Source: an optimization exercise on an open RTL-to-GDS flow (aim: small area). Production flows keep margins and buffers that such runs may drop. In this exercise RTL edits were held to simulation tests only and were not proved equivalent to the original. No run shown here takes its clock network from TritonCTS; it comes from the design's own scripts or RTL. The flow treats the clock pin as an ideal source. Dropping or thinning the clock tree relies on that and would not hold on a real chip. Power is estimated from default activity; no workload was simulated.

## design/flow/design.v

```verilog
package bnn_spi_pkg;
  localparam logic [2:0] S_IDLE           = 3'd0;
  localparam logic [2:0] S_RX_CMD         = 3'd1;
  localparam logic [2:0] S_CMD_LATCH      = 3'd2;
  localparam logic [2:0] S_IMG_RX         = 3'd3;
  localparam logic [2:0] S_CMD_DISPATCH   = 3'd4;
  localparam logic [2:0] S_STATUS_READY   = 3'd5;
  localparam logic [2:0] S_WAIT_INFERENCE = 3'd6;
  localparam logic [2:0] S_CLEAR          = 3'd7;
endpackage
`timescale 1ns/1ps
module bnn_spi_top (
  input  logic       clk,
  input  logic       rst_n,
  input  logic       spi_sclk,
  input  logic       spi_mosi,
  input  logic       spi_cs_n,
  output logic [3:0] result_out,
  output logic       result_ready,
  output logic       status_ready,
  output logic       send_image,
  output logic [2:0] fsm_state
);
  function automatic logic [8:0] radd8(input logic [7:0] x, input logic [7:0] y);
    logic c;
    c = 1'b0;
    for (int i = 0; i < 8; i++) begin
      radd8[i] = x[i] ^ y[i] ^ c;
      c = (x[i] & y[i]) | (c & (x[i] ^ y[i]));
    end
    radd8[8] = c;
  endfunction
  logic       sclk_s1, sclk_s2, mosi_s1, mosi_s2, cs_s1, cs_s2;
  logic       sclk_prev;
  logic [2:0] bit_cnt;
  logic [7:0] shift_reg;
  logic       byte_rise;         
  always_ff @(posedge clk or negedge rst_n) begin
    if (!rst_n) begin
      sclk_s1 <= 1'b0;
      cs_s1   <= 1'b1;
      cs_s2   <= 1'b1;
    end else begin
      sclk_s1 <= spi_sclk;
      cs_s1   <= spi_cs_n;
      cs_s2   <= cs_s1;
    end
  end
  wire sclk_rise = sclk_s2 & ~sclk_prev;
  wire bit_in    = ~cs_s2 & sclk_rise;
  always_ff @(posedge clk) begin
    sclk_s2   <= sclk_s1;
    mosi_s1   <= spi_mosi;
    mosi_s2   <= mosi_s1;
    sclk_prev <= sclk_s2;
    byte_rise <= bit_in & (bit_cnt == 3'd7);
    if (cs_s2)       bit_cnt <= 3'd0;
    else if (bit_in) bit_cnt <= bit_cnt + 3'd1;
    if (bit_in) shift_reg <= {shift_reg[6:0], mosi_s2};
  end
  logic [2:0] state, next_state;
  logic       cs_prev;
  logic [9:0] cnt;               
  wire        cmd_status, cmd_image;
  logic [6:0] ptr;               
  wire cs_falling = ~cs_s2 & cs_prev;
  wire cs_rising  = cs_s2 & ~cs_prev;
  wire rx_active  = (state == bnn_spi_pkg::S_RX_CMD) || (state == bnn_spi_pkg::S_IMG_RX);
  wire in_wait    = (state == bnn_spi_pkg::S_WAIT_INFERENCE);
  wire in_clear   = (state == bnn_spi_pkg::S_CLEAR);
  wire timeout    = &cnt;
  wire buf_full   = (ptr == 7'd112);
  wire buf_empty  = (ptr == 7'd127);
  wire write      = (state == bnn_spi_pkg::S_IMG_RX) & byte_rise & ~buf_full;
  wire res_now    = in_wait & (cnt == 10'd116);
  wire       in_idle  = (state == bnn_spi_pkg::S_IDLE);
  wire [6:0] ptr_next = (in_clear | in_idle) ? 7'd127 : ptr + {6'd0, write};
  always_ff @(posedge clk or negedge rst_n) begin
    if (!rst_n) state <= bnn_spi_pkg::S_IDLE;
    else        state <= next_state;
  end
  always_ff @(posedge clk) begin
    ptr <= ptr_next;
  end
  always_ff @(posedge clk) begin
    cs_prev <= cs_s2;
    if (in_wait || (rx_active && !byte_rise)) cnt <= cnt + 10'd1;
    else if (state == bnn_spi_pkg::S_CMD_LATCH)
      cnt <= {8'd0, shift_reg == 8'hBF, shift_reg == 8'hFE};
    else cnt <= '0;
  end
  assign cmd_status = cnt[0];
  assign cmd_image  = cnt[1];
  always_comb begin
    next_state = state;
    case (state)
      bnn_spi_pkg::S_IDLE:           if (cs_falling) next_state = bnn_spi_pkg::S_RX_CMD;
      bnn_spi_pkg::S_RX_CMD: begin
        if (timeout) next_state = bnn_spi_pkg::S_IDLE;
        else if (byte_rise) next_state = bnn_spi_pkg::S_CMD_LATCH;
      end
      bnn_spi_pkg::S_CMD_LATCH:      next_state = bnn_spi_pkg::S_CMD_DISPATCH;
      bnn_spi_pkg::S_CMD_DISPATCH: begin
        if (cmd_image) next_state = bnn_spi_pkg::S_IMG_RX;
        else if (cmd_status) next_state = bnn_spi_pkg::S_STATUS_READY;
        else next_state = bnn_spi_pkg::S_IDLE;
      end
      bnn_spi_pkg::S_STATUS_READY:   next_state = bnn_spi_pkg::S_IDLE;
      bnn_spi_pkg::S_IMG_RX: begin
        if (buf_full) next_state = bnn_spi_pkg::S_WAIT_INFERENCE;
        else if (cs_rising || timeout) next_state = bnn_spi_pkg::S_CLEAR;
      end
      bnn_spi_pkg::S_WAIT_INFERENCE: if (result_ready) next_state = bnn_spi_pkg::S_CLEAR;
      default:                       if (buf_empty) next_state = bnn_spi_pkg::S_IDLE;
    endcase
  end
  always_ff @(posedge clk or negedge rst_n) begin
    if (!rst_n) begin
      status_ready <= 1'b0;
    end else begin
      if (state == bnn_spi_pkg::S_CMD_DISPATCH && !cmd_image && cmd_status) status_ready <= 1'b1;
      else if (cs_falling) status_ready <= 1'b0;
    end
  end
  assign send_image = state[1] & (state[0] | state[2]);
  assign fsm_state = state;
  logic [7:0] hold;              
  logic [3:0] cls;               
  logic [7:0] wgt;               
  logic [8:0] ring [10];
  logic       amax;              
  logic [3:0] best_class;
  wire        best_par;
  wire  [8:0] init_v;
  wire        par_v;
  localparam logic [59:0] CLS_TAB = {6'h07, 6'h03, 6'h01, 6'h04, 6'h03, 6'h06, 6'h01, 6'h05, 6'h0a, 6'h20};
  wire [5:0] cls_row = CLS_TAB[6*cls +: 6];
  wire [5:0] best_row = CLS_TAB[6*best_class +: 6];
  assign best_par = best_row[0];
  assign init_v = {4'd0, cls_row[5:1]};
  assign par_v  = cls_row[0];
  always_ff @(posedge clk) begin
    if (write) hold <= shift_reg;
  end
  always_ff @(posedge clk or negedge rst_n) begin
    if (!rst_n) cls <= 4'd0;
    else        cls <= (cls == 4'd9) ? 4'd0 : cls + 4'd1;
  end
  logic      lag;
  wire [6:0] a14     = ptr + 7'd14;
  wire       wrap    = (cls == 4'd9);
  wire [7:0] add_x   = wrap ? {&ptr_next, ptr_next} : wgt;
  wire [7:0] add_y   = wrap  ? {ptr_next, 1'b0} :
                       write ? {3'd0, cls + 4'd1, 1'b1} :
                       lag   ? {a14[5:0], 2'b10} :
                               {a14, 1'b1};
  wire [8:0] wgt_nx  = radd8(add_x, add_y);
  always_ff @(posedge clk) begin
    lag <= write & ~wrap;
  end
  always_ff @(posedge clk) begin
    wgt <= wgt_nx[7:0];
  end
  wire       cnt_lo   = ~|cnt[9:5];
  wire       cnt_win  = cnt_lo & ~cnt[4] & (|cnt[3:0]) & ~(cnt[3] & (cnt[2] | (cnt[1] & cnt[0])));
  wire       cnt_1x   = cnt_lo & cnt[4] & (cnt[3] | (cnt[2] & cnt[1]));
  wire       scoring  = ~buf_empty & cnt_win;
  wire [7:0] mask     = {{4{~buf_full & scoring}}, {4{scoring}}};
  wire [7:0] m        = hold & wgt & mask;
  wire       s0 = m[0] ^ m[1] ^ m[2], c0 = (m[0] & m[1]) | (m[2] & (m[0] ^ m[1]));
  wire       s1 = m[3] ^ m[4] ^ m[5], c1 = (m[3] & m[4]) | (m[5] & (m[3] ^ m[4]));
  wire       s2 = m[6] ^ m[7],        c2 = m[6] & m[7];
  wire       p0 = s0 ^ s1 ^ s2,       k1 = (s0 & s1) | (s2 & (s0 ^ s1));
  wire       t1 = c0 ^ c1 ^ c2,       k2 = (c0 & c1) | (c2 & (c0 ^ c1));
  wire       p1 = t1 ^ k1,            k3 = t1 & k1;
  wire       p2 = k2 ^ k3,            p3 = k2 & k3;
  wire [8:0] sum = radd8(ring[0][7:0], {4'd0, p3, p2, p1, p0});
  wire [8:0] acc = {ring[0][8] ^ sum[8], sum[7:0]};
  logic gt;
  always_comb begin
    gt = par_v & ~best_par;
    for (int i = 0; i < 9; i++)
      gt = (ring[0][i] & ~ring[9][i]) | (~(ring[0][i] ^ ring[9][i]) & gt);
  end
  wire       amax_start = in_wait & (cls == 4'd0) & cnt_1x;
  wire [8:0] tail = buf_empty       ? init_v :
                    (amax & ~gt)    ? ring[9] :
                    acc;
  always_ff @(posedge clk) begin
    for (int i = 0; i < 9; i++) ring[i] <= ring[i+1];
    ring[9] <= tail;
  end
  always_ff @(posedge clk) begin
    amax <= amax_start | (in_wait & amax & (cls != 4'd9));
    if (amax_start) best_class <= 4'd0;
    else if (amax & gt) best_class <= cls;
  end
  always_ff @(posedge clk or negedge rst_n) begin
    if (!rst_n) result_out <= '0;
    else if (res_now) result_out <= best_class;
  end
  assign result_ready = in_wait & (cnt == 10'd117);
endmodule
```

## design/flow/flow/run.sh

```bash
#!/bin/bash
# Standard layout, except:
#  - after the floorplan, the combinational logic is re-mapped for area by
#    OpenROAD's restructure (flow/restructure.tcl);
#  - the clock tree is a root buffer and a few clustered leaf buffers built
#    by flow/cts_manual.tcl in place of TritonCTS's H-tree;
#  - ports are buffered with buf_1.
# Each tool's output goes to the ORFS logs under orfs/logs, and make's own
# output to standard.log.
set -euo pipefail
here=$(pwd)
export POST_FLOORPLAN_TCL=$here/flow/restructure.tcl
export PRE_CTS_TCL=$here/flow/cts_manual.tcl
export CTS_NLEAF=6
export CTS_LEAF_CELL=sky130_fd_sc_hd__clkbuf_16
export CTS_ROOT_CELL=sky130_fd_sc_hd__clkbuf_8
export BUFFER_PORTS_ARGS="-buffer_cell sky130_fd_sc_hd__buf_1"
bash standard.sh > standard.log 2>&1
```

## design/flow/flow/cts_manual.tcl

```tcl
# Clock tree built here in place of TritonCTS's H-tree: the clock port
# drives one root buffer, which drives NLEAF leaf buffers, each driving one
# cluster of register clock pins (k-means on pin location with a cap on the
# cluster size). ORFS's cts.tcl sources this hook and then calls
# clock_tree_synthesis, redefined below to only propagate the clock; the
# rest of cts.tcl (placement legalisation, timing repair) runs as usual.
set nleaf [expr {[info exists ::env(CTS_NLEAF)] ? $::env(CTS_NLEAF) : 6}]
set leaf_cell [expr {[info exists ::env(CTS_LEAF_CELL)] ? $::env(CTS_LEAF_CELL) : "sky130_fd_sc_hd__clkbuf_16"}]
set root_cell [expr {[info exists ::env(CTS_ROOT_CELL)] ? $::env(CTS_ROOT_CELL) : "sky130_fd_sc_hd__clkbuf_16"}]
set block [ord::get_db_block]
set clk_net [$block findNet clk]
set sinks {}
foreach it [$clk_net getITerms] {
  set bb [[$it getInst] getBBox]
  lappend sinks [list $it [expr {([$bb xMin] + [$bb xMax]) / 2.0}] [expr {([$bb yMin] + [$bb yMax]) / 2.0}]]
}
set n [llength $sinks]
set cap [expr {int(ceil(double($n) / $nleaf))}]
puts "manual cts: $n sinks, $nleaf leaf buffers of at most $cap sinks"
set sorted [lsort -real -index 1 $sinks]
set cx {}; set cy {}
for {set k 0} {$k < $nleaf} {incr k} {
  set s [lindex $sorted [expr {int(($k + 0.5) * $n / $nleaf)}]]
  lappend cx [lindex $s 1]; lappend cy [lindex $s 2]
}
for {set iter 0} {$iter < 40} {incr iter} {
  # order sinks by how much they lose if not given their nearest centre
  set order {}
  set idx 0
  foreach s $sinks {
    set ds {}
    for {set k 0} {$k < $nleaf} {incr k} {
      lappend ds [list $k [expr {abs([lindex $s 1] - [lindex $cx $k]) + abs([lindex $s 2] - [lindex $cy $k])}]]
    }
    set ds [lsort -real -index 1 $ds]
    set regret [expr {[lindex $ds 1 1] - [lindex $ds 0 1]}]
    lappend order [list $idx $regret $ds]
    incr idx
  }
  set order [lsort -real -decreasing -index 1 $order]
  for {set k 0} {$k < $nleaf} {incr k} { set cnt($k) 0; set sx($k) 0.0; set sy($k) 0.0 }
  foreach o $order {
    set i [lindex $o 0]
    foreach kd [lindex $o 2] {
      set k [lindex $kd 0]
      if {$cnt($k) < $cap} { break }
    }
    set asg($i) $k
    incr cnt($k)
    set s [lindex $sinks $i]
    set sx($k) [expr {$sx($k) + [lindex $s 1]}]
    set sy($k) [expr {$sy($k) + [lindex $s 2]}]
  }
  set cx {}; set cy {}
  for {set k 0} {$k < $nleaf} {incr k} {
    lappend cx [expr {$sx($k) / max($cnt($k), 1)}]
    lappend cy [expr {$sy($k) / max($cnt($k), 1)}]
  }
}
set db [ord::get_db]
if {$root_cell eq "none"} {
  set root_net $clk_net
} else {
  set root [odb::dbInst_create $block [$db findMaster $root_cell] "clkbuf_manual_root"]
  set rx 0.0; set ry 0.0
  for {set k 0} {$k < $nleaf} {incr k} { set rx [expr {$rx + [lindex $cx $k]}]; set ry [expr {$ry + [lindex $cy $k]}] }
  $root setLocation [expr {int($rx / $nleaf)}] [expr {int($ry / $nleaf)}]
  $root setPlacementStatus PLACED
  set root_net [odb::dbNet_create $block "clknet_manual_root"]
  $root_net setSigType CLOCK
  [$root findITerm A] connect $clk_net
  [$root findITerm X] connect $root_net
}
for {set k 0} {$k < $nleaf} {incr k} {
  set inst [odb::dbInst_create $block [$db findMaster $leaf_cell] "clkbuf_manual_$k"]
  $inst setLocation [expr {int([lindex $cx $k])}] [expr {int([lindex $cy $k])}]
  $inst setPlacementStatus PLACED
  set net [odb::dbNet_create $block "clknet_manual_$k"]
  $net setSigType CLOCK
  [$inst findITerm A] connect $root_net
  [$inst findITerm X] connect $net
  set leafnet($k) $net
  puts "manual cts: leaf $k at [lindex $cx $k] [lindex $cy $k], $cnt($k) sinks"
}
set i 0
foreach s $sinks {
  set it [lindex $s 0]
  $it disconnect
  $it connect $leafnet($asg($i))
  incr i
}
$clk_net setSigType CLOCK
proc clock_tree_synthesis {args} {
  puts "manual cts: clock_tree_synthesis $args replaced by the tree above"
  set_propagated_clock [all_clocks]
}
```

## design/flow/flow/lib_filter.py

```python
#!/usr/bin/env python3
"""Copy a liberty file without the cells whose names match the given glob
patterns (the platform's don't-use list), so that a tool that reads the
file itself cannot pick them."""
import fnmatch
import sys

src, dst = sys.argv[1], sys.argv[2]
patterns = sys.argv[3:]
text = open(src).read()
out = []
i = 0
n = len(text)
dropped = 0
while True:
    j = text.find('cell (', i)
    k = text.find('cell(', i)
    if j < 0 or (0 <= k < j):
        j = k
    if j < 0:
        out.append(text[i:])
        break
    # name between the parentheses
    p0 = text.index('(', j)
    p1 = text.index(')', p0)
    name = text[p0 + 1:p1].strip().strip('"')
    b = text.index('{', p1)
    depth = 0
    e = b
    while True:
        c = text[e]
        if c == '{':
            depth += 1
        elif c == '}':
            depth -= 1
            if depth == 0:
                break
        e += 1
    if any(fnmatch.fnmatch(name, pat) for pat in patterns):
        out.append(text[i:j])
        dropped += 1
    else:
        out.append(text[i:e + 1])
    i = e + 1
open(dst, 'w').write(''.join(out))
print(f"lib_filter: dropped {dropped} cells")
```

## design/flow/flow/restructure.tcl

```tcl
# Area recovery on the synthesised netlist: OpenROAD's restructure re-maps
# the combinational logic between registers with ABC for area. Registers,
# ports and the floorplan made by ORFS are left as they are. restructure
# reads the liberty file itself, so it gets a copy without the platform's
# don't-use cells.
set rmp_dir $::env(RESULTS_DIR)/rmp
file mkdir $rmp_dir
set flow_dir [file dirname [info script]]
set lib_ok $rmp_dir/lib_no_dont_use.lib
set patterns [concat $::env(DONT_USE_CELLS) {sky130_fd_sc_hd__lpflow_* sky130_fd_sc_hd__probe*}]
puts [exec python3 $flow_dir/lib_filter.py [lindex $::env(LIB_FILES) 0] $lib_ok {*}$patterns]
puts "restructure: design area before"
report_design_area
restructure -target area \
  -liberty_file $lib_ok \
  -tielo_port sky130_fd_sc_hd__conb_1/LO \
  -tiehi_port sky130_fd_sc_hd__conb_1/HI \
  -work_dir $rmp_dir
puts "restructure: design area after"
report_design_area
```

## design/flow/standard.sh

```bash
#!/bin/bash
# synth_recipe.tcl (not shown) runs the flow's synth.tcl, then flattens the netlist and writes it again
# the make line also repeats each setting of config.mk as NAME=value (left out here)
make -C /OpenROAD-flow-scripts/flow DESIGN_CONFIG=/design/flow/config.mk WORK_HOME=/design/flow/orfs CLKGATE_MAP_FILE= SYNTH_SCRIPT=/design/flow/synth_recipe.tcl "${@:-finish}"
```

## design/flow/config.mk

```make
export PLATFORM = sky130hd
export DESIGN_NAME = bnn_spi_top
export DESIGN_NICKNAME = bnn_spi_top
export VERILOG_FILES = /design/flow/design.v
export SDC_FILE = /design/flow/constraint.sdc
export NUM_CORES = 4
export LEC_CHECK = 0
export CAP_MARGIN = 20
export CORE_MARGIN = 2
export CORE_UTILIZATION = 40
export SLEW_MARGIN = 20
```

## design/flow/constraint.sdc

```tcl
create_clock -name core_clock -period 20.0 [get_ports {clk}]
set_input_delay 4.0000 -clock core_clock [delete_from_list [all_inputs] [get_ports {clk}]]
set_output_delay 4.0000 -clock core_clock [all_outputs]
set_load 0.01 [all_outputs]
```

==> flow_summary.json, run 1 <==
{
  "layout_worst_path_cycle_share_pct": 32.3,
  "path_delay_family": "simple AND/OR/NAND/NOR gates",
  "top_regs": "ring: 90 flops, cnt: 10 flops",
  "n_antenna_cell": 0,
  "crit_top_cell": "clkinv_1",
  "rrSetupSlack_ns": 14.65,
  "cp-start-kind": "flip-flop",
  "netlist_area_sq_mm": 0.00593,
  "yosysUniqueCellTypes": 52,
  "setup_viol_count_final": 0,
  "critPathSlowestCell": "dfrtp_1",
  "wl_um": 9900,
  "clk_pin_slew_ns": 0.10,
  "fp.coreArea_sq_mm": 0.0145,
  "switching_share_pct": 24.8,
  "yosys_warnings": 2,
  "drt_iter0_drc": 203,
  "run_status": "no timing/DRC/antenna violations",
  "top_register": "ring",
  "holdCritStartpoint": "ring[1][7]",
  "tightest_slew_ns": 1.00,
  "hold_depth": 0,
  "path_buf_inv": 3,
  "fin_nets": 561,
  "globalplace.congestion": 0.932,
  "syn_area_per_cell_sq_um": 11.4,
  "cts.repair.resized": 0,
  "rsz0062_at_grt": "no",
  "slew_headroom_pct": 32.8,
  "critPathCaptureType": "output port",
  "seq_area_frac_synth_pct": 59.2,
  "port_buffers": 14,
  "post-cts-setup-buffer-count": 0,
  "rr_worst_depth": 25,
  "grt_pass1_wl_um": 17100,
  "worstPathRequired_ns": 16.00,
  "rr_startpoint": "ptr[1]",
  "syn-instance-count": 521,
  "power_switching_uw": 135,
  "ios": 15,
  "mostFrequentLayoutCells": "125 x dfxtp_1, 70 x clkinv_1, 63 x nor2_1",
  "worstPathArrival_ns": 2.46,
  "routed_via_density": 5.07,
  "min_to": "ring[0][7]",
  "initial_core_util_pct": 40.8,
  "synth_top_area_share_pct": 42.2,
  "p_clk_share_pct": 26.9,
  "die_h_um": 126,
  "cpPeakStageDelay_ns": 0.50,
  "antenna_found_initial": 0,
  "ant_nets": 0,
  "synth_top_area_cell": "dfxtp_1",
  "ir_worst_vdd_v": 0.0000651,
  "grt_max_degree": 28,
  "fin_worst_skew_ns": 0.00978,
  "cp_max_fo": 7,
  "crit_chain": "clkinv_1 > nor2_1 > clkinv_1 > or3_1 > nor4_1 > buf_1",
  "synth_ff_type": "dfxtp_1",
  "drc_errors": 0,
  "tns_ns": 0,
  "vias": 3739,
  "async_flop_share_pct": 9.32,
  "clkLatencyLatePin_ns": 0.40,
  "worst_slack_ns": 13.54,
  "hold_class": "flip-flop to flip-flop",
  "pwr-share-comb_pct": 10.0,
  "n_fill_cell": 1428,
  "num_rows": 44,
  "drv_slew": 0,
  "synth_fp_nets": 571,
  "synthTopCellsByArea": "dfxtp_1 42%, edfxtp_1 11%, ha_1 6.7%, dfrtp_1 5.5%, fa_1 4.4%",
  "hold_viol_final": 0,
  "drive_above_1_share_pct": 1.99,
  "fin_crit_ns": 6.46,
  "power_density_mw_per_mm2": 92.0,
  "ctsHoldBuffers": 0,
  "dpl.hpwl_um": 7280,
  "overflow": 0,
  "largest_reg_flops": 90,
  "grt_pass1_vias": 3657,
  "ys_ff_latch": 161,
  "maxCapViolations": 0,
  "path_class": "flip-flop to output port",
  "power_frac_seq_pct": 63.1,
  "post_drt_wl_per_cell_um": 13.4,
  "synth-edff-count": 21,
  "die_w_um": 126,
  "mostFrequentLayoutCell": "dfxtp_1",
  "fmax_mhz": 155,
  "total_power_uw": 545,
  "dp_slack_ns": 14.00,
  "syn2layout_area_growth_pct": -0.232,
  "p_leak_uw": 0.00212,
  "intPower_uw": 409,
  "groute.usage.overall_pct": 12.5,
  "dieArea_sq_mm": 0.0158,
  "r2r_end": "wgt[7]",
  "dr.pass1.iters": 4
}
-- metal layers --
| layer | global-route usage, % | part of all wire, % | up-vias |
|---|---|---|---|
| met5 | 0 | 0 | - |
| met4 | 1.62 | 1.3 | 0 |
| met3 | 1.36 | 4.2 | 12 |
| met2 | 21.6 | 46 | 69 |
| met1 | 17.7 | 48 | 1726 |
| li1 | - | - | 1932 |
-- synth_stat cells (all sizes together), types with 4 or more instances --
master and number:
fa 13, nand3 23, xor2 10, clkbuf 13, nor2 33, nand4 5, dfrtp 13, a211oi 6
a21oi 18, ha 32, edfxtp 21, or3 8, nor3 13, and2 4, and3 9, mux2 6
inv 35, o21ai 19, a21o 5, dfxtp 125, mux2i 6, nand2 45, nor2b 6, xnor2 7
nand2b 4
-- final cells by class --
class | count | area [sq um] | share of cell area [%]
Timing Repair Buffer | 16 | 67.6 | 1.14
Sequential cell | 161 | 3510 | 59.3
Buffer | 7 | 164 | 2.77
Inverter | 70 | 263 | 4.44
Tap cell | 184 | 230 | 3.89
Multi-Input combinational cell | 300 | 1680 | 28.5
-- metrics by stage --
| stage | hold slack, ns | instance area, sq um | cells | utilization [%] |
|---|---|---|---|---|
| 2_1_floorplan | 0.310 | 5930 | 521 | - |
| 5_1_grt | 0.338 | 5920 | 738 | 40.7 |
| 3_5_place_dp | 0.312 | 5760 | 731 | 39.6 |
| 4_1_cts | 0.330 | 5920 | 738 | 40.7 |
| 6_report | 0.326 | 5920 | 738 | 40.7 |
| 3_3_place_gp | 0.310 | 5760 | 731 | 39.6 |
-- how the worst max path moves through the flow --
stage / start / endpoint / slack [ns] / depth (start not counted)
2_1_floorplan: state[1] / result_ready / 14.56 / 4
3_3_place_gp: state[1] / result_ready / 14.17 / 6
3_5_place_dp: state[1] / result_ready / 14.00 / 6
4_1_cts: state[1] / result_ready / 13.53 / 6
5_1_grt: state[1] / result_ready / 13.38 / 6
6_report: state[1] / result_ready / 13.54 / 6
-- power by group through the flow --
stage          sequential, uW  clock, uW  combinational [uW]
2_1_floorplan             348          0                45.5
3_3_place_gp              350          0                52.0
3_5_place_dp              351          0                53.9
4_1_cts                   343        153                54.2
5_1_grt                   345        164                61.1
6_report                  344        146                54.6
-- cell families after synthesis --
group           synth area share [%]
mux                             2.15
xor+xnor                        2.51
flops                           59.2
buf+inv                         3.40
compound gates                  7.85
fa+ha+maj                       11.1
simple gates                    13.8
==> inputs of run 2 (changes only) <==
--- a/design/flow/flow/run.sh
+++ b/design/flow/flow/run.sh
@@ -14,4 +14,4 @@
 export CTS_NLEAF=6
-export CTS_LEAF_CELL=sky130_fd_sc_hd__clkbuf_16
-export CTS_ROOT_CELL=sky130_fd_sc_hd__clkbuf_8
+export CTS_LEAF_CELL=sky130_fd_sc_hd__inv_16
+export CTS_ROOT_CELL=sky130_fd_sc_hd__inv_8
 export BUFFER_PORTS_ARGS="-buffer_cell sky130_fd_sc_hd__buf_1"
--- a/design/flow/flow/cts_manual.tcl
+++ b/design/flow/flow/cts_manual.tcl
@@ -1,3 +1,4 @@
 # Clock tree built here in place of TritonCTS's H-tree: the clock port
-# drives one root buffer, which drives NLEAF leaf buffers, each driving one
+# drives one root buffer (or inverter), which drives NLEAF leaf buffers (or
+# inverters), each driving one
 # cluster of register clock pins (k-means on pin location with a cap on the
@@ -60,2 +61,9 @@
 set db [ord::get_db]
+# Buffers drive X, inverters Y; with inverters both levels invert, so the
+# registers still see the clock's own polarity.
+proc out_iterm {inst} {
+  set it [$inst findITerm X]
+  if {$it eq "NULL" || $it eq ""} { set it [$inst findITerm Y] }
+  return $it
+}
 if {$root_cell eq "none"} {
@@ -71,3 +79,3 @@
   [$root findITerm A] connect $clk_net
-  [$root findITerm X] connect $root_net
+  [out_iterm $root] connect $root_net
 }
@@ -80,3 +88,3 @@
   [$inst findITerm A] connect $root_net
-  [$inst findITerm X] connect $net
+  [out_iterm $inst] connect $net
   set leafnet($k) $net
@@ -92,2 +100,7 @@
 $clk_net setSigType CLOCK
+# cts.tcl would next clone clock inverters next to each register load, which
+# would undo an inverter tree; the tree above needs no such repair.
+proc repair_clock_inverters {args} {
+  puts "manual cts: repair_clock_inverters $args skipped"
+}
 proc clock_tree_synthesis {args} {
==> flow_summary.json, run 2 <==
{
  "run_status": "no timing/DRC/antenna violations",
  "port_buffers": 14,
  "clk_pin_slew_ns": 0.09,
  "clkLatencyLatePin_ns": 0.24,
  "seq_area_frac_synth_pct": 59.2,
  "fin_crit_ns": 6.30,
  "mostFrequentLayoutCell": "dfxtp_1",
  "setup_viol_count_final": 0,
  "synth_top_area_cell": "dfxtp_1",
  "synth_top_area_share_pct": 42.2,
  "hold_viol_final": 0,
  "syn2layout_area_growth_pct": -0.780,
  "antenna_found_initial": 0,
  "wl_um": 9920,
  "drv_slew": 0,
  "post_drt_wl_per_cell_um": 13.4,
  "routed_via_density": 5.03,
  "synth.most_common_cell": "dfxtp_1",
  "ctsHoldBuffers": 0,
  "ys_ff_latch": 161,
  "die_w_um": 126,
  "yosysUniqueCellTypes": 52,
  "power_density_mw_per_mm2": 90.8,
  "cts.repair.resized": 0,
  "grt_max_degree": 28,
  "syn_area_per_cell_sq_um": 11.4,
  "ant_nets": 0,
  "p_leak_uw": 0.00211,
  "fin_nets": 561,
  "mostFrequentLayoutCells": "125 x dfxtp_1, 70 x clkinv_1, 63 x nor2_1",
  "drc_errors": 0,
  "dpl.hpwl_um": 7280,
  "num_rows": 44,
  "dieArea_sq_mm": 0.0158,
  "synth_common_cells": "125 x dfxtp_1, 44 x nand2_1, 34 x inv_1, 33 x nor2_1, 32 x ha_1",
  "path_class": "flip-flop to output port",
  "drive_above_1_share_pct": 1.99,
  "cp_max_fo": 7,
  "largest_reg_flops": 90,
  "synthTopCellsByArea": "dfxtp_1 42%, edfxtp_1 11%, ha_1 6.7%, dfrtp_1 5.5%, fa_1 4.4%",
  "layout_worst_path_cycle_share_pct": 31.5,
  "post-cts-setup-buffer-count": 0,
  "top_register": "ring",
  "fmax_mhz": 159,
  "cp-start-kind": "flip-flop",
  "drt_iter0_drc": 200,
  "globalplace.congestion": 0.932,
  "die_h_um": 126,
  "netlist_area_sq_mm": 0.00593,
  "fp.coreArea_sq_mm": 0.0145,
  "rsz0062_at_grt": "no",
  "overflow": 0,
  "tightest_slew_ns": 0.986,
  "initial_core_util_pct": 40.8,
  "grt_pass1_vias": 3634,
  "vias": 3711,
  "n_antenna_cell": 0,
  "stdcell_area_sq_mm": 0.00589,
  "worstPathRequired_ns": 16.00,
  "dp.cells": 731,
  "top_regs": "ring: 90 flops, cnt: 10 flops",
  "yosys_warnings": 2,
  "synth-edff-count": 21,
  "ir_worst_vdd_v": 0.0000726,
  "post_dp_cell_area_sq_mm": 0.00576,
  "final_cells": 738,
  "worstPathArrival_ns": 2.30,
  "hold_class": "flip-flop to flip-flop",
  "async_flop_share_pct": 9.32,
  "tns_ns": 0,
  "synth_ff_type": "dfxtp_1",
  "critPathCaptureType": "output port",
  "dr.pass1.iters": 4,
  "grt_pass1_wl_um": 17100,
  "syn-instance-count": 521,
  "slew_headroom_pct": 33.8,
  "synth_fp_nets": 571,
  "ios": 15,
  "groute.usage.overall_pct": 12.6,
  "fin_worst_skew_ns": 0.00831,
  "maxCapViolations": 0
}
-- run 2: where the power goes --
part / leakage (uW) / switching, uW / internal, uW / total, uW
registers: 0.00142 / 9.43 / 334 / 344
clock network: 0.0000648 / 115 / 21.5 / 136
logic: 0.000622 / 37.8 / 16.5 / 54.3
-- run 2: worst paths after layout --
path,startpoint,to,slack [ns],cells past startpoint
setup / recovery,state[1],result_ready,13.70,6
hold / removal,ring[1][7],ring[0][7],0.32,0
setup reg to reg,ptr[1],wgt[7],14.67,25
hold reg to reg,ring[1][7],ring[0][7],0.32,0
max in group asynchronous,rst_n,result_out[3],15.64,1
min in group asynchronous,rst_n,state[0],3.83,1
-- run 2: cell type report --
| type | count | area (sq um) |
|---|---|---|
| tap | 184 | 230 |
| sequential | 161 | 3510 |
| inverter | 77 | 394 |
| fill | 1429 | 8650 |
| timing repair buffer | 16 | 67.6 |
| multi-input combinational | 300 | 1680 |
-- run 2: per-stage QoR --
step	hold slack (ns)	total power, uW	setup WS [ns]	util, %
2_1_floorplan	0.310	393	14.56	-
3_3_place_gp	0.310	402	14.17	39.6
3_5_place_dp	0.312	405	14.00	39.6
4_1_cts	0.329	541	13.70	40.5
5_1_grt	0.337	562	13.55	40.5
6_report	0.323	535	13.70	40.5
-- run 2: cells by family (layout without fill, tap and decap cells) --
family / after synthesis / in the layout / synth area share, %
AO/OA/AOI/OAI: 72 / 147 / 7.85
XOR/XNOR: 17 / 5 / 2.51
adder cells (fa/ha/maj): 45 / 0 / 11.1
buffers and inverters: 50 / 93 / 3.40
flip-flops: 161 / 161 / 59.2
multiplexers: 12 / 0 / 2.15
AND/OR/NAND/NOR: 164 / 148 / 13.8
-- run 2: per-layer routing --
metal	up-vias	GRT usage, %	routed length (um)
met3	11	1.49	328
met1	1722	17.9	4910
met4	0	1.62	130
met2	49	21.3	4550
li1	1929	-	-
met5	-	0	0
-- run 2: worst max-delay path, cell delays in order (launching register included) --
cell and delay [ns]:
dfrtp_1 0.49, clkinv_1 0.20, nor2_1 0.29, clkinv_1 0.16, or3_1 0.42, nor4_1 0.31
buf_1 0.19
==> inputs of run 3 (changes only) <==
--- a/design/flow/flow/run.sh
+++ b/design/flow/flow/run.sh
@@ -13,3 +13,3 @@
 export PRE_CTS_TCL=$here/flow/cts_manual.tcl
-export CTS_NLEAF=6
+export CTS_NLEAF=5
 export CTS_LEAF_CELL=sky130_fd_sc_hd__inv_16
==> flow_summary.json, run 3 <==
{
  "run_status": "no timing/DRC/antenna violations",
  "ios": 15,
  "rsz0062_at_grt": "no",
  "ir_worst_vdd_v": 0.0000551,
  "setup_viol_count_final": 0,
  "netlist_area_sq_mm": 0.00593,
  "routed_via_density": 5.05,
  "seq_area_frac_synth_pct": 59.2,
  "drive_above_1_share_pct": 1.81,
  "cts.repair.resized": 0,
  "synth_fp_nets": 571,
  "top_register": "ring",
  "mostFrequentLayoutCells": "125 x dfxtp_1, 70 x clkinv_1, 63 x nor2_1",
  "tightest_slew_ns": 0.988,
  "syn2layout_area_growth_pct": -1.12,
  "hold_viol_final": 0,
  "fmax_mhz": 159,
  "power_density_mw_per_mm2": 90.1,
  "initial_core_util_pct": 40.8,
  "synth_top_area_share_pct": 42.2,
  "n_antenna_cell": 0,
  "cp-start-kind": "flip-flop",
  "grt_busiest_layer": "met2",
  "fp.coreArea_sq_mm": 0.0145,
  "num_rows": 44,
  "post_dp_cell_area_sq_mm": 0.00576,
  "yosys_warnings": 2,
  "globalplace.congestion": 0.932,
  "grt_max_degree": 34,
  "slew_headroom_pct": 33.7,
  "drc_errors": 0,
  "vias": 3719,
  "worst_slack_ns": 13.72,
  "mostFrequentLayoutCell": "dfxtp_1",
  "port_buffers": 14,
  "top_regs": "ring: 90 flops, cnt: 10 flops",
  "synth_common_cells": "125 x dfxtp_1, 44 x nand2_1, 34 x inv_1, 33 x nor2_1, 32 x ha_1",
  "die_w_um": 126,
  "worstPathRequired_ns": 16.00,
  "use_met1_pct": 17.6,
  "n_fill_cell": 1431,
  "cp_max_fo": 7,
  "die_h_um": 126,
  "syn-instance-count": 521,
  "synth_top_area_cell": "dfxtp_1",
  "critPathCaptureType": "output port",
  "largest_reg_flops": 90,
  "groute.usage.overall_pct": 12.6,
  "fin_worst_skew_ns": 0.00626,
  "synth_ff_type": "dfxtp_1",
  "globalRouteMet2Util_pct": 22.0,
  "ant_nets": 0,
  "grt_pass1_wl_um": 17200,
  "maxCapViolations": 0,
  "grt_use_met3_pct": 1.27,
  "syn_area_per_cell_sq_um": 11.4,
  "fin_crit_ns": 6.28,
  "post-cts-setup-buffer-count": 0,
  "tns_ns": 0,
  "ctsHoldBuffers": 0,
  "stdcell_area_sq_mm": 0.00587,
  "worstPathArrival_ns": 2.28,
  "path_class": "flip-flop to output port",
  "yosysUniqueCellTypes": 52,
  "fin_nets": 560,
  "overflow": 0,
  "synth-edff-count": 21,
  "layout_worst_path_cycle_share_pct": 31.4,
  "dp_slack_ns": 14.00,
  "async_flop_share_pct": 9.32,
  "antenna_found_initial": 0,
  "clkLatencyLatePin_ns": 0.23,
  "whs_ns": 0.330,
  "hold_class": "flip-flop to flip-flop",
  "ys_ff_latch": 161,
  "drv_slew": 0,
  "dr.pass1.iters": 4,
  "wl_um": 10000,
  "drt_iter0_drc": 194,
  "p_leak_uw": 0.00210,
  "clk_pin_slew_ns": 0.10,
  "synth.most_common_cell": "dfxtp_1",
  "dieArea_sq_mm": 0.0158,
  "synthTopCellsByArea": "dfxtp_1 42%, edfxtp_1 11%, ha_1 6.7%, dfrtp_1 5.5%, fa_1 4.4%",
  "post_drt_wl_per_cell_um": 13.6,
  "dpl.hpwl_um": 7280,
  "grt_pass1_vias": 3665
}
## run 3: metal layers
metal | part of all wire (%) | vias to the layer above
li1 | - | 1932
met1 | 48 | 1712
met2 | 46 | 65
met3 | 4.4 | 10
met4 | 1.2 | 0
met5 | 0 | -
## run 3: cells by family (layout without fill, tap and decap cells)
group	after synthesis	in the layout	share of synthesized area (%)
mux	12	0	2.15
simple gates	164	148	13.8
flops	161	161	59.2
fa+ha+maj	45	0	11.1
compound gates	72	147	7.85
buf+inv	50	92	3.40
xor+xnor	17	5	2.51
## run 3: final timing paths
path                             from            end  slack (ns)  cells past startpoint
max in group asynchronous       rst_n  result_out[1]       15.64                      1
setup / recovery             state[1]   result_ready       13.72                      6
hold reg to reg            ring[3][2]     ring[2][2]        0.33                      0
setup reg to reg               ptr[1]         wgt[7]       14.64                     25
min in group asynchronous       rst_n         cls[2]        3.84                      1
hold / removal             ring[3][2]     ring[2][2]        0.33                      0
## run 3: through the flow
stage               instances  utilization, %  power, uW
detailed placement        731            39.6        405
floorplan                 521               -        393
CTS                       737            40.4        533
global route              737            40.4        552
global placement          731            39.6        402
finish                    737            40.4        529
## run 3: power by group
part	switching [uW]	leakage [uW]	internal, uW
Combinational	38.6	0.000622	16.5
Clock	111	0.0000550	18.3
Sequential	9.57	0.00142	335
## run 3: area by class of cell
| class | count | area [sq um] | share of cell area (%) |
|---|---|---|---|
| inverters | 76 | 374 | 6.38 |
| multi-input cells | 300 | 1680 | 28.7 |
| well taps | 184 | 230 | 3.92 |
| flip-flops and latches | 161 | 3510 | 59.8 |
| repair buffers | 16 | 67.6 | 1.15 |
## run 3: critical path: stages, from the launching register on
cell and delay [ns]:
dfrtp_1 0.50, clkinv_1 0.20, nor2_1 0.29, clkinv_1 0.15
or3_1 0.42, nor4_1 0.31, buf_1 0.19
==> inputs of run 4 (changes only) <==
--- a/design/flow/flow/run.sh
+++ b/design/flow/flow/run.sh
@@ -13,4 +13,4 @@
 export PRE_CTS_TCL=$here/flow/cts_manual.tcl
-export CTS_NLEAF=5
-export CTS_LEAF_CELL=sky130_fd_sc_hd__inv_16
+export CTS_NLEAF=6
+export CTS_LEAF_CELL=sky130_fd_sc_hd__inv_8
 export CTS_ROOT_CELL=sky130_fd_sc_hd__inv_8
==> flow_summary.json, run 4 <==
{
  "syn-instance-count": 521,
  "overflow": 0,
  "synth_common_cells": "125 x dfxtp_1, 44 x nand2_1, 34 x inv_1, 33 x nor2_1, 32 x ha_1",
  "wl_um": 9860,
  "multiInputGateArea_sq_mm": 0.00168,
  "synthTopCellsByArea": "dfxtp_1 42%, edfxtp_1 11%, ha_1 6.7%, dfrtp_1 5.5%, fa_1 4.4%",
  "post-cts-setup-buffer-count": 0,
  "slew_headroom_pct": 32.8,
  "mostFrequentLayoutCell": "dfxtp_1",
  "async_flop_share_pct": 9.32,
  "cp_max_fo": 7,
  "top_regs": "ring: 90 flops, cnt: 10 flops",
  "routed_via_density": 5.03,
  "wl_met1_um": 4820,
  "num_rows": 44,
  "ir_worst_vdd_v": 0.0000728,
  "grt_pass1_vias": 3650,
  "total_power_uw": 510,
  "ios": 15,
  "seq_area_frac_synth_pct": 59.2,
  "ys_ff_latch": 161,
  "maxCapViolations": 0,
  "n_fill_cell": 1438,
  "worstPathArrival_ns": 2.29,
  "yosysUniqueCellTypes": 52,
  "initial_core_util_pct": 40.8,
  "mostFrequentLayoutCells": "125 x dfxtp_1, 70 x clkinv_1, 63 x nor2_1",
  "synth_fp_nets": 571,
  "drive_above_1_share_pct": 1.99,
  "hold_class": "flip-flop to flip-flop",
  "post_drt_wl_per_cell_um": 13.4,
  "tns_ns": 0,
  "dr.pass1.iters": 4,
  "yosys_warnings": 2,
  "layout_worst_path_cycle_share_pct": 31.4,
  "grt_pass1_wl_um": 17000,
  "tightest_slew_ns": 1.00,
  "fin_worst_skew_ns": 0.00819,
  "p_leak_uw": 0.00208,
  "top_register": "ring",
  "worstPathRequired_ns": 16.00,
  "synth.most_common_cell": "dfxtp_1",
  "path_class": "flip-flop to output port",
  "n_antenna_cell": 0,
  "top_layer": "met4",
  "route.met2.wl_um": 4540,
  "die_w_um": 126,
  "fin_crit_ns": 6.29,
  "dieArea_sq_mm": 0.0158,
  "port_buffers": 14,
  "synth_top_area_share_pct": 42.2,
  "drv_slew": 0,
  "syn_area_per_cell_sq_um": 11.4,
  "synth-edff-count": 21,
  "ctsHoldBuffers": 0,
  "synth_ff_type": "dfxtp_1",
  "globalplace.congestion": 0.932,
  "power_density_mw_per_mm2": 87.3,
  "wl_met3_um": 357,
  "netlist_area_sq_mm": 0.00593,
  "dpl.hpwl_um": 7280,
  "grt_max_degree": 28,
  "largest_reg_flops": 90,
  "antenna_found_initial": 0,
  "fp.coreArea_sq_mm": 0.0145,
  "critPathCaptureType": "output port",
  "die_h_um": 126,
  "clkLatencyLatePin_ns": 0.21,
  "clk_pin_slew_ns": 0.12,
  "fin_nets": 561,
  "synth_top_area_cell": "dfxtp_1",
  "seqCellArea_sq_mm": 0.00351,
  "run_status": "no timing/DRC/antenna violations",
  "syn2layout_area_growth_pct": -1.67,
  "cp-start-kind": "flip-flop",
  "cts.repair.resized": 0,
  "ant_nets": 0,
  "drt_iter0_drc": 161,
  "fmax_mhz": 159,
  "drc_errors": 0,
  "rsz0062_at_grt": "no",
  "hold_viol_final": 0,
  "setup_viol_count_final": 0,
  "vias": 3713,
  "groute.usage.overall_pct": 12.5
}
run 4: path summary, 6_finish.rpt:
kind	start	endpoint	slack [ns]	cells after the start
hold reg to reg	ring[1][7]	ring[0][7]	0.33	0
max in group asynchronous	rst_n	result_out[3]	15.62	1
setup / recovery	state[1]	result_ready	13.71	6
min in group asynchronous	rst_n	state[0]	3.85	1
setup reg to reg	ptr[1]	wgt[7]	14.62	25
hold / removal	ring[1][7]	ring[0][7]	0.33	0
run 4: area by class of cell:
cell class,count,area share [%]
sequential,161,60.2
multi-input combinational,300,28.9
inverter,77,5.85
tap,184,3.95
timing repair buffer,16,1.16
run 4: worst max-delay path: stages (launching register included):
cell      delay [ns]
dfrtp_1         0.51
clkinv_1        0.20
nor2_1          0.28
clkinv_1        0.16
or3_1           0.42
nor4_1          0.32
buf_1           0.19
run 4: where the power goes:
| part | switching [uW] | internal [uW] |
|---|---|---|
| combinational | 37.8 | 16.5 |
| clock | 98.1 | 13.2 |
| sequential | 9.44 | 335 |
run 4: metrics by stage:
step,cells,utilization (%),setup WS (ns),hold slack (ns),instance area (sq um)
finish,738,40.1,13.71,0.330,5830
floorplan,521,-,14.56,0.310,5930
global placement,731,39.6,14.17,0.310,5760
detailed placement,731,39.6,14.00,0.312,5760
global route,738,40.1,13.57,0.344,5830
CTS,738,40.1,13.72,0.330,5830
run 4: per-layer routing:
layer  up-vias  track usage [%]
li1       1930                -
met1      1708             17.7
met2        64             21.5
met3        11             1.23
met4         0             1.94
met5         -                0
run 4: logic make-up after synthesis:
group           share of synthesized area, %
simple gates                            13.8
mux                                     2.15
compound gates                          7.85
fa+ha+maj                               11.1
buf+inv                                 3.40
flops                                   59.2
xor+xnor                                2.51
==> inputs of run 5 (changes only) <==
--- a/design/flow/flow/run.sh
+++ b/design/flow/flow/run.sh
@@ -13,3 +13,3 @@
 export PRE_CTS_TCL=$here/flow/cts_manual.tcl
-export CTS_NLEAF=6
+export CTS_NLEAF=7
 export CTS_LEAF_CELL=sky130_fd_sc_hd__inv_8
==> flow_summary.json, run 5 <==
{
  "rsz0062_at_grt": "no",
  "dpl.hpwl_um": 7280,
  "post-cts-setup-buffer-count": 0,
  "synth_top_area_cell": "dfxtp_1",
  "netlist_area_sq_mm": 0.00593,
  "grt_pass1_wl_um": 17100,
  "grt_pass1_vias": 3655,
  "fin_nets": 562,
  "synth_top_area_share_pct": 42.2,
  "worstPathRequired_ns": 16.00,
  "n_fill_cell": 1442,
  "finish.utilization_pct": 40.2,
  "n_antenna_cell": 0,
  "drt_iter0_drc": 192,
  "run_status": "no timing/DRC/antenna violations",
  "synthTopCellsByArea": "dfxtp_1 42%, edfxtp_1 11%, ha_1 6.7%, dfrtp_1 5.5%, fa_1 4.4%",
  "fin_crit_ns": 6.29,
  "async_flop_share_pct": 9.32,
  "cp-start-kind": "flip-flop",
  "tightest_slew_ns": 0.992,
  "routed_via_density": 5.06,
  "mostFrequentLayoutCells": "125 x dfxtp_1, 70 x clkinv_1, 63 x nor2_1",
  "initial_core_util_pct": 40.8,
  "drv_slew": 0,
  "layout_worst_path_cycle_share_pct": 31.5,
  "ant_nets": 0,
  "drc_errors": 0,
  "yosys_warnings": 2,
  "hold_viol_final": 0,
  "hold_class": "flip-flop to flip-flop",
  "syn2layout_area_growth_pct": -1.48,
  "rr_startpoint": "ptr[1]",
  "globalplace.congestion": 0.932,
  "power_switching_uw": 149,
  "synth.most_common_cell": "dfxtp_1",
  "fin_worst_skew_ns": 0.0146,
  "yosysUniqueCellTypes": 52,
  "synth_fp_nets": 571,
  "slew_headroom_pct": 33.3,
  "p_clk_share_pct": 22.6,
  "switching_share_pct": 29.0,
  "port_buffers": 14,
  "tns_ns": 0,
  "rr_worst_depth": 25,
  "mostFrequentLayoutCell": "dfxtp_1",
  "clkLatencyLatePin_ns": 0.21,
  "post_drt_wl_per_cell_um": 13.4,
  "synth-edff-count": 21,
  "p_leak_uw": 0.00209,
  "r2r_end": "wgt[7]",
  "crit_top_cell": "clkinv_1",
  "top_register": "ring",
  "setup_viol_count_final": 0,
  "power_frac_seq_pct": 66.8,
  "fmax_mhz": 159,
  "vias": 3742,
  "crit_chain": "clkinv_1 > nor2_1 > clkinv_1 > or3_1 > nor4_1 > buf_1",
  "pwr-share-comb_pct": 10.6,
  "top_regs": "ring: 90 flops, cnt: 10 flops",
  "maxCapViolations": 0,
  "synth_ff_type": "dfxtp_1",
  "die_w_um": 126,
  "ctsHoldBuffers": 0,
  "worstPathArrival_ns": 2.29,
  "cp_max_fo": 7,
  "intPower_uw": 366,
  "dieArea_sq_mm": 0.0158,
  "grt_max_degree": 24,
  "groute.usage.overall_pct": 12.6,
  "largest_reg_flops": 90,
  "num_rows": 44,
  "seq_area_frac_synth_pct": 59.2,
  "syn-instance-count": 521,
  "antenna_found_initial": 0,
  "wl_um": 9920,
  "crit_end": "result_ready",
  "cts.repair.resized": 0,
  "power_density_mw_per_mm2": 88.0,
  "dr.pass1.iters": 4,
  "crit_start": "state[1]",
  "ys_ff_latch": 161,
  "synth_common_cells": "125 x dfxtp_1, 44 x nand2_1, 34 x inv_1, 33 x nor2_1, 32 x ha_1",
  "syn_area_per_cell_sq_um": 11.4,
  "ios": 15,
  "rrSetupSlack_ns": 14.60,
  "critPathSlowestCell": "dfrtp_1",
  "overflow": 0,
  "path_class": "flip-flop to output port",
  "critPathCaptureType": "output port",
  "cpPeakStageDelay_ns": 0.50,
  "drive_above_1_share_pct": 2.16,
  "die_h_um": 126,
  "fp.coreArea_sq_mm": 0.0145,
  "clk_pin_slew_ns": 0.11,
  "ir_worst_vdd_v": 0.0000553
}
==> run 5: power by group through the flow <==
stage	logic, uW	registers (uW)	clock network (uW)
2_1_floorplan	45.5	348	0
3_3_place_gp	52.0	350	0
3_5_place_dp	53.9	351	0
4_1_cts	54.2	344	124
5_1_grt	61.2	345	134
6_report	54.4	344	116
==> run 5: routing by layer <==
layer | vias up | GRT usage (%) | wire length [um]
li1 | 1933 | - | -
met1 | 1750 | 17.6 | 4890
met2 | 45 | 21.7 | 4590
met3 | 14 | 1.19 | 271
met4 | 0 | 2.07 | 172
met5 | - | 0 | 0
==> run 5: cell families after synthesis <==
logic type / share of synthesized area, %
AND/OR/NAND/NOR: 13.8
flip-flops: 59.2
AO/OA/AOI/OAI: 7.85
buffers and inverters: 3.40
adder cells (fa/ha/maj): 11.1
XOR/XNOR: 2.51
multiplexers: 2.15
==> run 5: how the worst min path moves through the flow <==
stage	start	to	slack [ns]	cells after the start
floorplan	mosi_s1	mosi_s2	0.31	0
global placement	ring[8][6]	ring[7][6]	0.31	0
detailed placement	ring[1][7]	ring[0][7]	0.31	0
CTS	ring[2][7]	ring[1][7]	0.33	0
global route	ring[1][8]	ring[0][8]	0.33	0
finish	ring[4][5]	ring[3][5]	0.32	0
==> run 5: layout make-up <==
cell class              instances  area, sq um  area share (%)
flip-flops and latches        161         3510            60.1
well taps                     184          230            3.94
repair buffers                 16         67.6            1.16
multi-input cells             300         1680            28.8
inverters                      78          353            6.04
==> run 5: through the flow <==
stage	area [sq um]	hold slack [ns]	std cells	power (uW)	worst slack, ns
after global placement	5760	0.310	731	402	14.17
final	5850	0.320	739	515	13.71
after CTS	5850	0.327	739	521	13.72
after detailed placement	5760	0.312	731	405	14.00
after floorplan	5930	0.310	521	393	14.56
after global routing	5850	0.332	739	540	13.57
==> run 5: worst max-delay path, delay by kind of cell, from the launching register on <==
kind / cells / cell delay [ns]
and+or+nand+nor: 3 / 1.02
buffers and inverters: 3 / 0.56
DFF: 1 / 0.50
==> inputs of run 6 (changes only) <==
--- a/design/flow/flow/run.sh
+++ b/design/flow/flow/run.sh
@@ -15,3 +15,3 @@
 export CTS_LEAF_CELL=sky130_fd_sc_hd__inv_8
-export CTS_ROOT_CELL=sky130_fd_sc_hd__inv_8
+export CTS_ROOT_CELL=sky130_fd_sc_hd__inv_12
 export BUFFER_PORTS_ARGS="-buffer_cell sky130_fd_sc_hd__buf_1"
==> flow_summary.json, run 6 <==
{
  "run_status": "no timing/DRC/antenna violations",
  "wl_met1_um": 4880,
  "drive_above_1_share_pct": 2.16,
  "worstPathRequired_ns": 16.00,
  "post_drt_wl_per_cell_um": 13.4,
  "antenna_found_initial": 0,
  "die_h_um": 126,
  "ant_nets": 0,
  "cp-start-kind": "flip-flop",
  "total_power_uw": 516,
  "wl_met3_um": 270,
  "synth.most_common_cell": "dfxtp_1",
  "synth_fp_nets": 571,
  "r2r_end": "wgt[7]",
  "synth_top_area_share_pct": 42.2,
  "rr_worst_depth": 25,
  "stdcell_area_sq_mm": 0.00585,
  "dieArea_sq_mm": 0.0158,
  "final_cells": 739,
  "worstPathArrival_ns": 2.26,
  "dp.cells": 731,
  "n_antenna_cell": 0,
  "drt_iter0_drc": 188,
  "ios": 15,
  "synthXorXnorAreaFrac_pct": 2.51,
  "path_class": "flip-flop to output port",
  "overflow": 0,
  "setup_viol_count_final": 0,
  "drc_errors": 0,
  "intPower_uw": 367,
  "switching_share_pct": 28.9,
  "synthSimpleGateAreaFrac_pct": 13.8,
  "wl_um": 9920,
  "dr.pass1.iters": 4,
  "fin_nets": 562,
  "layout_worst_path_cycle_share_pct": 31.3,
  "fp.coreArea_sq_mm": 0.0145,
  "maxCapViolations": 0,
  "clkLatencyLatePin_ns": 0.19,
  "mostFrequentLayoutCell": "dfxtp_1",
  "ir_worst_vdd_v": 0.0000553,
  "ys_ff_latch": 161,
  "syn2layout_area_growth_pct": -1.39,
  "groute.usage.overall_pct": 12.6,
  "post_dp_cell_area_sq_mm": 0.00576,
  "crit_end": "result_ready",
  "syn-instance-count": 521,
  "clk_pin_slew_ns": 0.11,
  "synth_top_family_by_area": "simple AND/OR/NAND/NOR gates",
  "initial_core_util_pct": 40.8,
  "synthMuxAreaShare_pct": 2.15,
  "yosys_warnings": 2,
  "fmax_mhz": 160,
  "tightest_slew_ns": 0.992,
  "async_flop_share_pct": 9.32,
  "grt_max_degree": 24,
  "p_clk_share_pct": 22.8,
  "fin_crit_ns": 6.26,
  "synthTopCellsByArea": "dfxtp_1 42%, edfxtp_1 11%, ha_1 6.7%, dfrtp_1 5.5%, fa_1 4.4%",
  "grt_pass1_vias": 3655,
  "routed_via_density": 5.06,
  "yosysUniqueCellTypes": 52,
  "globalplace.congestion": 0.932,
  "mostFrequentLayoutCells": "125 x dfxtp_1, 70 x clkinv_1, 63 x nor2_1",
  "synthAdderAreaFrac_pct": 11.1,
  "netlist_area_sq_mm": 0.00593,
  "top_layer": "met4",
  "synth_top_area_cell": "dfxtp_1",
  "dpl.hpwl_um": 7280,
  "slew_headroom_pct": 33.3,
  "num_rows": 44,
  "seqCellArea_sq_mm": 0.00351,
  "hold_class": "flip-flop to flip-flop",
  "largest_reg_flops": 90,
  "rsz0062_at_grt": "no",
  "drv_slew": 0,
  "synth-edff-count": 21,
  "fin_worst_skew_ns": 0.0146,
  "n_fill_cell": 1441,
  "top_register": "ring",
  "synth_ff_type": "dfxtp_1",
  "power_density_mw_per_mm2": 88.2,
  "tns_ns": 0,
  "cp_max_fo": 7,
  "die_w_um": 126,
  "seq_area_frac_synth_pct": 59.2,
  "pwr-share-comb_pct": 10.5,
  "post-cts-setup-buffer-count": 0,
  "top_regs": "ring: 90 flops, cnt: 10 flops",
  "power_switching_uw": 149,
  "multiInputGateArea_sq_mm": 0.00168,
  "rrSetupSlack_ns": 14.60,
  "port_buffers": 14,
  "crit_start": "state[1]",
  "synth_compound_area_share_pct": 7.84,
  "whs_ns": 0.319,
  "p_leak_uw": 0.00209,
  "hold_viol_final": 0,
  "syn_area_per_cell_sq_um": 11.4,
  "power_frac_seq_pct": 66.6,
  "critPathCaptureType": "output port",
  "grt_pass1_wl_um": 17100,
  "ctsHoldBuffers": 0,
  "vias": 3740,
  "synth_common_cells": "125 x dfxtp_1, 44 x nand2_1, 34 x inv_1, 33 x nor2_1, 32 x ha_1",
  "cts.repair.resized": 0,
  "route.met2.wl_um": 4590,
  "rr_startpoint": "ptr[1]"
}
## run 6: cell counts after synthesis
No cell type changed its count.
## run 6: routing by layer
metal	vias to the layer above	track usage, %
met5	-	0
met4	0	2.07
met3	15	1.19
met2	44	21.7
met1	1749	17.6
li1	1932	-
## run 6: area by class of cell
class	count	share of cell area (%)
inverter	78	6.12
multi-input combinational	300	28.8
sequential	161	60.0
tap	184	3.93
timing repair buffer	16	1.15
## run 6: cells by family (layout without fill, tap and decap cells)
group | count (synthesis) | after routing
simple gates | 164 | 148
xor+xnor | 17 | 5
flops | 161 | 161
fa+ha+maj | 45 | 0
compound gates | 72 | 147
buf+inv | 50 | 94
mux | 12 | 0
## run 6: power groups by stage
stage | combinational [uW] | clock, uW | sequential, uW
5_1_grt | 61.2 | 135 | 345
2_1_floorplan | 45.5 | 0 | 348
6_report | 54.4 | 118 | 344
3_3_place_gp | 52.0 | 0 | 350
3_5_place_dp | 53.9 | 0 | 351
4_1_cts | 54.2 | 125 | 344
## run 6: how the worst min path moves through the flow
stage	depth (start not counted)	start	slack, ns	end
floorplan	0	mosi_s1	0.31	mosi_s2
global placement	0	ring[8][6]	0.31	ring[7][6]
detailed placement	0	ring[1][7]	0.31	ring[0][7]
CTS	0	ring[2][7]	0.33	ring[1][7]
global route	0	ring[1][8]	0.33	ring[0][8]
finish	0	ring[4][5]	0.32	ring[3][5]
## run 6: critical path, stage by stage, from the launching register on
cell and delay (ns):
dfrtp_1 0.50, clkinv_1 0.21, nor2_1 0.29, clkinv_1 0.16, or3_1 0.42, nor4_1 0.31
buf_1 0.19
## run 6: per-stage QoR
step	util [%]	setup WS (ns)
4_1_cts	40.3	13.75
5_1_grt	40.3	13.60
3_5_place_dp	39.6	14.00
6_report	40.3	13.74
3_3_place_gp	39.6	14.17
2_1_floorplan	-	14.56
==> inputs of run 7 (changes only) <==
--- a/design/flow/flow/run.sh
+++ b/design/flow/flow/run.sh
@@ -13,5 +13,5 @@
 export PRE_CTS_TCL=$here/flow/cts_manual.tcl
-export CTS_NLEAF=7
-export CTS_LEAF_CELL=sky130_fd_sc_hd__inv_8
-export CTS_ROOT_CELL=sky130_fd_sc_hd__inv_12
+export CTS_NLEAF=6
+export CTS_LEAF_CELL=sky130_fd_sc_hd__inv_12
+export CTS_ROOT_CELL=sky130_fd_sc_hd__inv_4
 export BUFFER_PORTS_ARGS="-buffer_cell sky130_fd_sc_hd__buf_1"
==> flow_summary.json, run 7 <==
{
  "grt_max_degree": 28,
  "r2r_end": "wgt[7]",
  "ctsHoldBuffers": 0,
  "hold_viol_final": 0,
  "fmax_mhz": 156,
  "yosysUniqueCellTypes": 52,
  "rr_startpoint": "ptr[1]",
  "layout_worst_path_cycle_share_pct": 32.1,
  "maxCapViolations": 0,
  "wl_um": 9860,
  "die_h_um": 126,
  "fin_crit_ns": 6.42,
  "grt_pass1_wl_um": 17000,
  "overflow": 0,
  "netlist_area_sq_mm": 0.00593,
  "synth_ff_type": "dfxtp_1",
  "seq_area_frac_synth_pct": 59.2,
  "power_density_mw_per_mm2": 89.3,
  "top_register": "ring",
  "p_clk_share_pct": 23.8,
  "critPathCaptureType": "output port",
  "tightest_slew_ns": 0.984,
  "hold_depth": 0,
  "rrSetupSlack_ns": 14.63,
  "synthTopCellsByArea": "dfxtp_1 42%, edfxtp_1 11%, ha_1 6.7%, dfrtp_1 5.5%, fa_1 4.4%",
  "switching_share_pct": 29.6,
  "holdCritStartpoint": "ring[1][7]",
  "ios": 15,
  "n_antenna_cell": 0,
  "num_rows": 44,
  "synth_top_area_share_pct": 42.2,
  "drv_slew": 0,
  "pwr-share-comb_pct": 10.4,
  "dr.pass1.iters": 5,
  "setup_viol_count_final": 0,
  "yosys_warnings": 2,
  "routed_via_density": 5.03,
  "cp-start-kind": "flip-flop",
  "mostFrequentLayoutCells": "125 x dfxtp_1, 70 x clkinv_1, 63 x nor2_1",
  "clk_pin_slew_ns": 0.12,
  "syn_area_per_cell_sq_um": 11.4,
  "synth_fp_nets": 571,
  "rsz0062_at_grt": "no",
  "ys_ff_latch": 161,
  "clkLatencyLatePin_ns": 0.35,
  "hold_class": "flip-flop to flip-flop",
  "mostFrequentLayoutCell": "dfxtp_1",
  "fin_nets": 561,
  "min_to": "ring[0][7]",
  "fp.coreArea_sq_mm": 0.0145,
  "dpl.hpwl_um": 7280,
  "initial_core_util_pct": 40.8,
  "p_leak_uw": 0.00209,
  "synth-edff-count": 21,
  "ir_worst_vdd_v": 0.0000712,
  "syn2layout_area_growth_pct": -1.24,
  "antenna_found_initial": 0,
  "worstPathRequired_ns": 16.00,
  "vias": 3711,
  "tns_ns": 0,
  "async_flop_share_pct": 9.32,
  "dieArea_sq_mm": 0.0158,
  "cp_max_fo": 7,
  "seqCellArea_sq_mm": 0.00351,
  "worstPathArrival_ns": 2.42,
  "path_class": "flip-flop to output port",
  "drt_iter0_drc": 213,
  "power_switching_uw": 155,
  "intPower_uw": 368,
  "port_buffers": 14,
  "grt_pass1_vias": 3631,
  "finish.utilization_pct": 40.3,
  "die_w_um": 126,
  "multiInputGateArea_sq_mm": 0.00168,
  "cts.repair.resized": 0,
  "syn-instance-count": 521,
  "n_fill_cell": 1437,
  "largest_reg_flops": 90,
  "fin_worst_skew_ns": 0.00855,
  "drc_errors": 0,
  "top_regs": "ring: 90 flops, cnt: 10 flops",
  "rr_worst_depth": 25,
  "slew_headroom_pct": 33.9,
  "run_status": "no timing/DRC/antenna violations",
  "post_drt_wl_per_cell_um": 13.4,
  "synth.most_common_cell": "dfxtp_1",
  "synth_top_area_cell": "dfxtp_1",
  "power_frac_seq_pct": 65.8,
  "groute.usage.overall_pct": 12.6,
  "synth_common_cells": "125 x dfxtp_1, 44 x nand2_1, 34 x inv_1, 33 x nor2_1, 32 x ha_1",
  "globalplace.congestion": 0.932,
  "post-cts-setup-buffer-count": 0,
  "drive_above_1_share_pct": 1.99,
  "ant_nets": 0
}
run 7: cell counts after synthesis:
No cell type changed its count.
run 7: power by group through the flow:
stage | Sequential (uW) | Clock (uW) | Combinational (uW)
2_1_floorplan | 348 | 0 | 45.5
3_3_place_gp | 350 | 0 | 52.0
3_5_place_dp | 351 | 0 | 53.9
4_1_cts | 344 | 131 | 54.2
5_1_grt | 346 | 142 | 61.1
6_report | 344 | 124 | 54.4
run 7: cell type report:
| type | instances | share of cell area [%] |
|---|---|---|
| Tap cell | 184 | 3.93 |
| Timing Repair Buffer | 16 | 1.15 |
| Inverter | 77 | 6.26 |
| Multi-Input combinational cell | 300 | 28.7 |
| Sequential cell | 161 | 59.9 |
run 7: critical path, cell delays in order, from the launching register on:
cell and delay (ns):
dfrtp_1 0.50, clkinv_1 0.20, nor2_1 0.28, clkinv_1 0.16, or3_1 0.42, nor4_1 0.32
buf_1 0.19
run 7: logic make-up after synthesis:
logic type                 Yosys count  share of synthesized area (%)
and+or+nand+nor                    164                           13.8
buffers and inverters               50                           3.40
DFF                                161                           59.2
xor gates and xnor gates            17                           2.51
adders and majority gates           45                           11.1
muxes                               12                           2.15
AOI/OAI and AO/OA                   72                           7.85
run 7: per-stage QoR:
step	hold WS [ns]	total power [uW]	worst slack, ns	instances	instance area [sq um]
CTS	0.334	529	13.57	738	5860
global route	0.343	549	13.43	738	5860
floorplan	0.310	393	14.56	521	5930
detailed placement	0.312	405	14.00	731	5760
global placement	0.310	402	14.17	731	5760
finish	0.329	523	13.58	738	5860
run 7: metal layers:
layer,track usage [%],up-vias,wire [um]
li1,-,1931,-
met1,17.9,1702,4850
met2,21.3,63,4490
met3,1.10,15,326
met4,2.26,0,193
met5,0,-,0
run 7: worst max path at each step:
stage                   from           end
CTS                 state[1]  result_ready
detailed placement  state[1]  result_ready
global placement    state[1]  result_ready
global route        state[1]  result_ready
floorplan           state[1]  result_ready
finish              state[1]  result_ready

-- afterwards: timing with drivers on the ports --
The flow's constraints put no driver on any port. The routed layouts listed below were extracted and timed again, unchanged, in two steps. Step 1, drivers: a clkbuf_16 drives clk and a buf_2 each remaining input, both assumed. Step 2 also shifts input and output timing later by t, the mid clock arrival at the registers, as if the neighbouring blocks saw the same clock. a / b / c = ideal ports / drivers / drivers and shift; a / b = the first two.
run | t, ns | setup WS [ns] | worst setup path after step 2 | clock arrival spread, ns | worst data-port slew with drivers (ns)
run 1 | 0.426 | 13.540 / 13.508 / 13.935 | register to output | 0.011 / 0.011 | 0.03
run 2 | 0.290 | 13.697 / 13.646 / 13.936 | register to output | 0.010 / 0.011 | 0.03
run 3 | 0.277 | 13.720 / 13.670 / 13.946 | register to output | 0.008 / 0.009 | 0.03
run 4 | 0.255 | 13.712 / 13.660 / 13.915 | register to output | 0.010 / 0.010 | 0.03
run 5 | 0.257 | 13.707 / 13.657 / 13.913 | register to output | 0.015 / 0.015 | 0.03
run 6 | 0.237 | 13.736 / 13.677 / 13.914 | register to output | 0.014 / 0.014 | 0.03
run 7 | 0.382 | 13.576 / 13.541 / 13.922 | register to output | 0.011 / 0.011 | 0.03
After both steps every run listed still meets setup and hold.
